Background: an optimization exercise with open tools, aiming at small area. Do not read the settings as production practice.
Only simulation tests tie the RTL to the original design; equivalence was not proved.
Power is estimated from default activity; no workload was simulated.

==> module matmul_scheduler, before the edit <==
module matmul_scheduler #(
  parameter int PE_COUNT    = 4,
  parameter int RAM_SIZE    = 128,
  parameter int QUEUE_DEPTH = 2,
  parameter int TIMEOUT     = 65535
) (
  input  logic                     clk,
  input  logic                     rst,
  input  logic                     job_valid,
  output logic                     job_ready,
  input  logic [31:0]              job_M,
  input  logic [31:0]              job_N,
  input  logic [31:0]              job_P,
  input  logic [31:0]              job_left_offset,
  input  logic [31:0]              job_right_offset,
  input  logic [31:0]              job_result_offset,
  output logic [31:0]              M,
  output logic [31:0]              N,
  output logic [31:0]              P,
  output logic [31:0]              left_offset,
  output logic [31:0]              right_offset,
  output logic [31:0]              result_offset,
  output logic [PE_COUNT-1:0][1:0] start_signal,
  input  logic [PE_COUNT-1:0]      pe_done,
  output logic                     busy,
  output logic                     job_done,
  output logic                     job_error,
  output logic [31:0]              cycle_count
);
  localparam logic [2:0] S_IDLE  = 3'b000;
  localparam logic [2:0] S_CHECK = 3'b001;
  localparam logic [2:0] S_START = 3'b011;
  localparam logic [2:0] S_RUN   = 3'b010;
  localparam logic [2:0] S_ABORT = 3'b110;
  localparam logic [2:0] S_DONE  = 3'b100;
  logic [2:0] state_q, state_d;
  logic       st_idle, st_check, st_start, st_run, st_abort, st_done;
  assign st_idle  = (state_q == S_IDLE);
  assign st_check = ~state_q[1] & state_q[0];
  assign st_start = state_q[1] & state_q[0];
  assign st_run   = (state_q == S_RUN);
  assign st_abort = state_q[2] & state_q[1];
  assign st_done  = state_q[2] & ~state_q[1];
  logic in_flag, in_over;
  over_chk u_in (.a(job_M[7:0]), .b(job_N[7:0]), .off(job_left_offset[7:0]),
                 .fail(in_over));
  assign in_flag = (job_M[7:0] == '0) | (job_N[7:0] == '0) |
                   (job_P[7:0] == '0) |
                   (|{job_M[31:8], job_N[31:8], job_P[31:8],
                      job_left_offset[31:8], job_right_offset[31:8],
                      job_result_offset[31:8]}) | in_over;
  logic [192:0] slot0_q, slot1_q;
  logic         v0_q, v1_q, rd_q;
  logic         full, empty, push, pop, wsel;
  logic [192:0] job_in, head;
  logic [191:0] cfg_q, cfg_d;
  assign job_in = {in_flag, job_M, job_N, job_P,
                   job_left_offset, job_right_offset, job_result_offset};
  assign full      = v0_q & v1_q;
  assign empty     = ~v0_q & ~v1_q;
  assign job_ready = ~full;
  assign push      = job_valid & ~full;
  assign pop       = st_idle & ~empty;
  assign wsel      = empty ? rd_q : ~rd_q;
  assign head      = rd_q ? slot1_q : slot0_q;
  always_ff @(posedge clk) begin
    if (push & ~wsel) slot0_q <= job_in;
    if (push &  wsel) slot1_q <= job_in;
  end
  always_ff @(posedge clk) begin
    if (pop) rd_q <= ~rd_q;
  end
  always_ff @(posedge clk or posedge rst) begin
    if (rst) begin
      v0_q <= 1'b0;
      v1_q <= 1'b0;
    end else begin
      v0_q <= (v0_q & ~(pop & ~rd_q)) | (push & ~wsel);
      v1_q <= (v1_q & ~(pop &  rd_q)) | (push &  wsel);
    end
  end
  assign cfg_d = pop ? head[191:0] : cfg_q;
  always_ff @(posedge clk or posedge rst) begin
    if (rst) cfg_q <= '0;
    else     cfg_q <= cfg_d;
  end
  logic [7:0] ck_a, ck_b, ck_off;
  logic       ck_over, err_q, reject;
  assign ck_a   = st_idle ? cfg_d[135:128] : cfg_d[167:160];
  assign ck_b   = cfg_d[103:96];
  assign ck_off = st_idle ? cfg_d[39:32]   : cfg_d[7:0];
  over_chk u_cfg (.a(ck_a), .b(ck_b), .off(ck_off), .fail(ck_over));
  assign reject = err_q | ck_over;
  logic [3:0]  mask_q, mask_next;
  logic [15:0] run_q, run_inc, cc_q;
  logic        all_done, tmo;
  assign mask_next = st_start ? pe_done : (mask_q | pe_done);
  assign all_done  = &mask_next;
  assign tmo       = (run_q == 16'hFFFE);
  assign run_inc   = run_q + 16'd1;
  always_comb begin
    state_d = state_q;
    if (st_idle & ~empty)       state_d = S_CHECK;
    else if (st_check)          state_d = reject ? S_DONE : S_START;
    else if (st_start)          state_d = S_RUN;
    else if (st_run)            state_d = all_done ? S_DONE :
                                          (tmo ? S_ABORT : S_RUN);
    else if (st_abort)          state_d = S_DONE;
    else if (st_done)           state_d = S_IDLE;
  end
  always_ff @(posedge clk or posedge rst) begin
    if (rst) state_q <= S_IDLE;
    else     state_q <= state_d;
  end
  always_ff @(posedge clk) begin
    mask_q <= mask_next;
    run_q  <= {16{st_abort}} | ({16{st_run}} & run_inc);
    if (pop)           err_q <= head[192] | ck_over;
    else if (st_check) err_q <= reject;
    else if (st_abort) err_q <= 1'b1;
  end
  always_ff @(posedge clk or posedge rst) begin
    if (rst)          cc_q <= '0;
    else if (st_done) cc_q <= run_q;
  end
  always_comb begin
    for (int i = 0; i < PE_COUNT; i++) begin
      start_signal[i][0] = st_start | st_abort;
      start_signal[i][1] = (st_run & ~mask_q[i]) | st_abort;
    end
  end
  assign {M, N, P, left_offset, right_offset, result_offset} = cfg_q;
  assign busy        = ~st_idle;
  assign job_done    = st_done;
  assign job_error   = st_done & err_q;
  assign cycle_count = {16'd0, cc_q};
endmodule
Settings: LEC_CHECK=0, CAP_MARGIN=20, CORE_MARGIN=2, CORE_UTILIZATION=70, CTS_BUF_LIST=sky130_fd_sc_hd__clkbuf_8, CTS_CLUSTER_DIAMETER=60, CTS_CLUSTER_SIZE=16, SLEW_MARGIN=20; clock period 12.0 ns.
standard.sh (not shown) runs the stock make flow with config.mk's settings and CLKGATE_MAP_FILE= SYNTH_SCRIPT=/design/flow/synth_recipe.tcl, a recipe that flattens the netlist after the stock synthesis.
==> flow/flow/run.sh <==
#!/bin/bash
# Own layout flow: the standard ORFS flow (standard.sh) with two changes.
#  1. Synthesis: the same Yosys script as standard.sh's (synth_recipe.tcl and
#     ORFS synth.tcl), but ABC maps the logic with an area-oriented script
#     (abc_area_map.script beside this file). Registers are mapped before ABC
#     runs, so they keep the standard synthesis's names and cells; this is
#     checked below and the standard netlist is used if they differ.
#     The buffers Yosys puts on pass-through outputs are buf_1.
#  2. Port buffers: buffer_ports uses sky130_fd_sc_hd__buf_1 for every input
#     and output port instead of the default cell.
#  3. Clock tree synthesis inserts no dummy loads.
# Every tool's output goes to a log file of its own in the work folder.
set -euo pipefail
W=$PWD
F=$W/flow
RES=$W/orfs/results/$FLOW_PLATFORM/matmul_scheduler/base
export BUFFER_PORTS_ARGS="-inputs -outputs -buffer_cell sky130_fd_sc_hd__buf_1"
# clock tree: ORFS's CTS arguments with config.mk's buffer and clustering
# settings, plus -dont_use_dummy_load (no load-balancing dummy inverters)
export CTS_ARGS="-sink_clustering_enable -repair_clock_nets -sink_clustering_size 16 -sink_clustering_max_diameter 60 -buf_list sky130_fd_sc_hd__clkbuf_8 -dont_use_dummy_load"

bash standard.sh synth > $W/log_synth_standard.log 2>&1

# own synthesis, in a separate ORFS work folder
python3 - "$FLOW_HOME/scripts/synth.tcl" "$W/own_synth.tcl" "$F/abc_area_map.script" <<'PY'
import sys
src, dst, abc = sys.argv[1:4]
s = open(src).read()
hook = "source $::env(SCRIPTS_DIR)/synth_preamble.tcl\n"
assert hook in s
s = s.replace(hook, hook + (
    "set i [lsearch $abc_args -script]\n"
    "set abc_args [lreplace $abc_args [expr {$i+1}] [expr {$i+1}] {%s}]\n" % abc), 1)
open(dst, "w").write(s)
PY
sed "s#source \$::env(SCRIPTS_DIR)/synth.tcl#source $W/own_synth.tcl#" synth_recipe.tcl > $W/own_synth_recipe.tcl
grep -q "own_synth.tcl" $W/own_synth_recipe.tcl
make -C "$FLOW_HOME" DESIGN_CONFIG=$W/config.mk WORK_HOME=$W/orfs_own CLKGATE_MAP_FILE= \
  SYNTH_SCRIPT=$W/own_synth_recipe.tcl synth > $W/log_synth_own.log 2>&1 || true
OWN=$W/orfs_own/results/$FLOW_PLATFORM/matmul_scheduler/base/1_2_yosys.v

# use the own netlist only if its registers match the standard one's
if [[ -f $OWN ]] && python3 - "$RES/1_2_yosys.v" "$OWN" > $W/log_register_check.log 2>&1 <<'PY'
import re, sys
def regs(path):
    txt = open(path).read()
    return sorted(re.findall(r"^\s*(sky130_fd_sc_hd__(?:s?e?df|dl)\w*)\s+(\S+)\s*\(", txt, re.M))
a, b = regs(sys.argv[1]), regs(sys.argv[2])
print("standard registers:", len(a), "own registers:", len(b))
sys.exit(0 if a == b and len(a) > 0 else 1)
PY
then
  echo "using own synthesis netlist" >> $W/log_register_check.log
  cp $RES/1_2_yosys.v $W/standard_1_2_yosys.v
  # pass-through buffers (outputs tied together or to a constant) as buf_1
  sed 's/^\(\s*\)sky130_fd_sc_hd__buf_4 /\1sky130_fd_sc_hd__buf_1 /' $OWN > $RES/1_2_yosys.v
  rm -f $RES/1_synth.odb $RES/1_synth.sdc
else
  echo "registers differ: keeping the standard netlist" >> $W/log_register_check.log
fi

# the rest of the standard flow, up to out/final.def
bash standard.sh > $W/log_layout.log 2>&1
Other scripts of this flow, unchanged in this note and not shown: flow/flow/abc_area_map.script
==> next run, changes <==
--- a/flow/design.v
+++ b/flow/design.v
@@ -25,24 +25,24 @@
   output logic                     busy,
   output logic                     job_done,
   output logic                     job_error,
   output logic [31:0]              cycle_count
 );
-  localparam logic [2:0] S_IDLE  = 3'b000;
-  localparam logic [2:0] S_CHECK = 3'b001;
-  localparam logic [2:0] S_START = 3'b011;
-  localparam logic [2:0] S_RUN   = 3'b010;
-  localparam logic [2:0] S_ABORT = 3'b110;
-  localparam logic [2:0] S_DONE  = 3'b100;
+  localparam logic [2:0] S_IDLE  = 3'd0;
+  localparam logic [2:0] S_CHECK = 3'd1;
+  localparam logic [2:0] S_START = 3'd2;
+  localparam logic [2:0] S_RUN   = 3'd3;
+  localparam logic [2:0] S_ABORT = 3'd4;
+  localparam logic [2:0] S_DONE  = 3'd5;
   logic [2:0] state_q, state_d;
   logic       st_idle, st_check, st_start, st_run, st_abort, st_done;
   assign st_idle  = (state_q == S_IDLE);
-  assign st_check = ~state_q[1] & state_q[0];
-  assign st_start = state_q[1] & state_q[0];
+  assign st_check = (state_q == S_CHECK);
+  assign st_start = (state_q == S_START);
   assign st_run   = (state_q == S_RUN);
-  assign st_abort = state_q[2] & state_q[1];
-  assign st_done  = state_q[2] & ~state_q[1];
+  assign st_abort = (state_q == S_ABORT);
+  assign st_done  = (state_q == S_DONE);
   logic in_flag, in_over;
   over_chk u_in (.a(job_M[7:0]), .b(job_N[7:0]), .off(job_left_offset[7:0]),
                  .fail(in_over));
   assign in_flag = (job_M[7:0] == '0) | (job_N[7:0] == '0) |
                    (job_P[7:0] == '0) |
@@ -98,17 +98,19 @@
   assign all_done  = &mask_next;
   assign tmo       = (run_q == 16'hFFFE);
   assign run_inc   = run_q + 16'd1;
   always_comb begin
     state_d = state_q;
-    if (st_idle & ~empty)       state_d = S_CHECK;
-    else if (st_check)          state_d = reject ? S_DONE : S_START;
-    else if (st_start)          state_d = S_RUN;
-    else if (st_run)            state_d = all_done ? S_DONE :
-                                          (tmo ? S_ABORT : S_RUN);
-    else if (st_abort)          state_d = S_DONE;
-    else if (st_done)           state_d = S_IDLE;
+    case (state_q)
+      S_IDLE:  if (~empty) state_d = S_CHECK;
+      S_CHECK: state_d = reject ? S_DONE : S_START;
+      S_START: state_d = S_RUN;
+      S_RUN:   if (all_done) state_d = S_DONE;
+               else if (tmo) state_d = S_ABORT;
+      S_ABORT: state_d = S_DONE;
+      default: state_d = S_IDLE;
+    endcase
   end
   always_ff @(posedge clk or posedge rst) begin
     if (rst) state_q <= S_IDLE;
     else     state_q <= state_d;
   end
Outcome: The changed run completed with no timing, DRC or antenna violations; total power is lower by 1.5%; utilization is lower by 1.3 points; maximum frequency is lower by 11%; via count is higher by 0.32%; register-to-register slack degrades by 0.85 ns; clock skew is lower by 0.016 ns; setup slack degrades by 0.85 ns; global-route usage is lower by 0.60 points; final cell count is higher by 0.74%; clock power is lower by about 1%.

what the ideal ports hide:
The results above use ideal ports. As a check the final layouts listed here were re-extracted and re-timed, cells and wires unchanged.
Step 1, drivers: a clkbuf_16 drives clk and a buf_2 each remaining input, both assumed.
Step 2 times the ports against the registers' clock, not the clock port: input delays grow and output delays shrink by t, the midpoint of the rising clock arrivals with the driver on.
Three values: no drivers, after step 1, after step 2; two values: the first two.
run | t (ns) | setup WS [ns] | hold slack, ns
the first run | 0.637 | 5.316 / 5.316 / 5.316 | 0.447 / 0.447 / 0.447
the second run | 0.634 | 4.468 / 4.468 / 4.468 | 0.460 / 0.460 / 0.460
After both steps setup and hold are still met in every run listed.
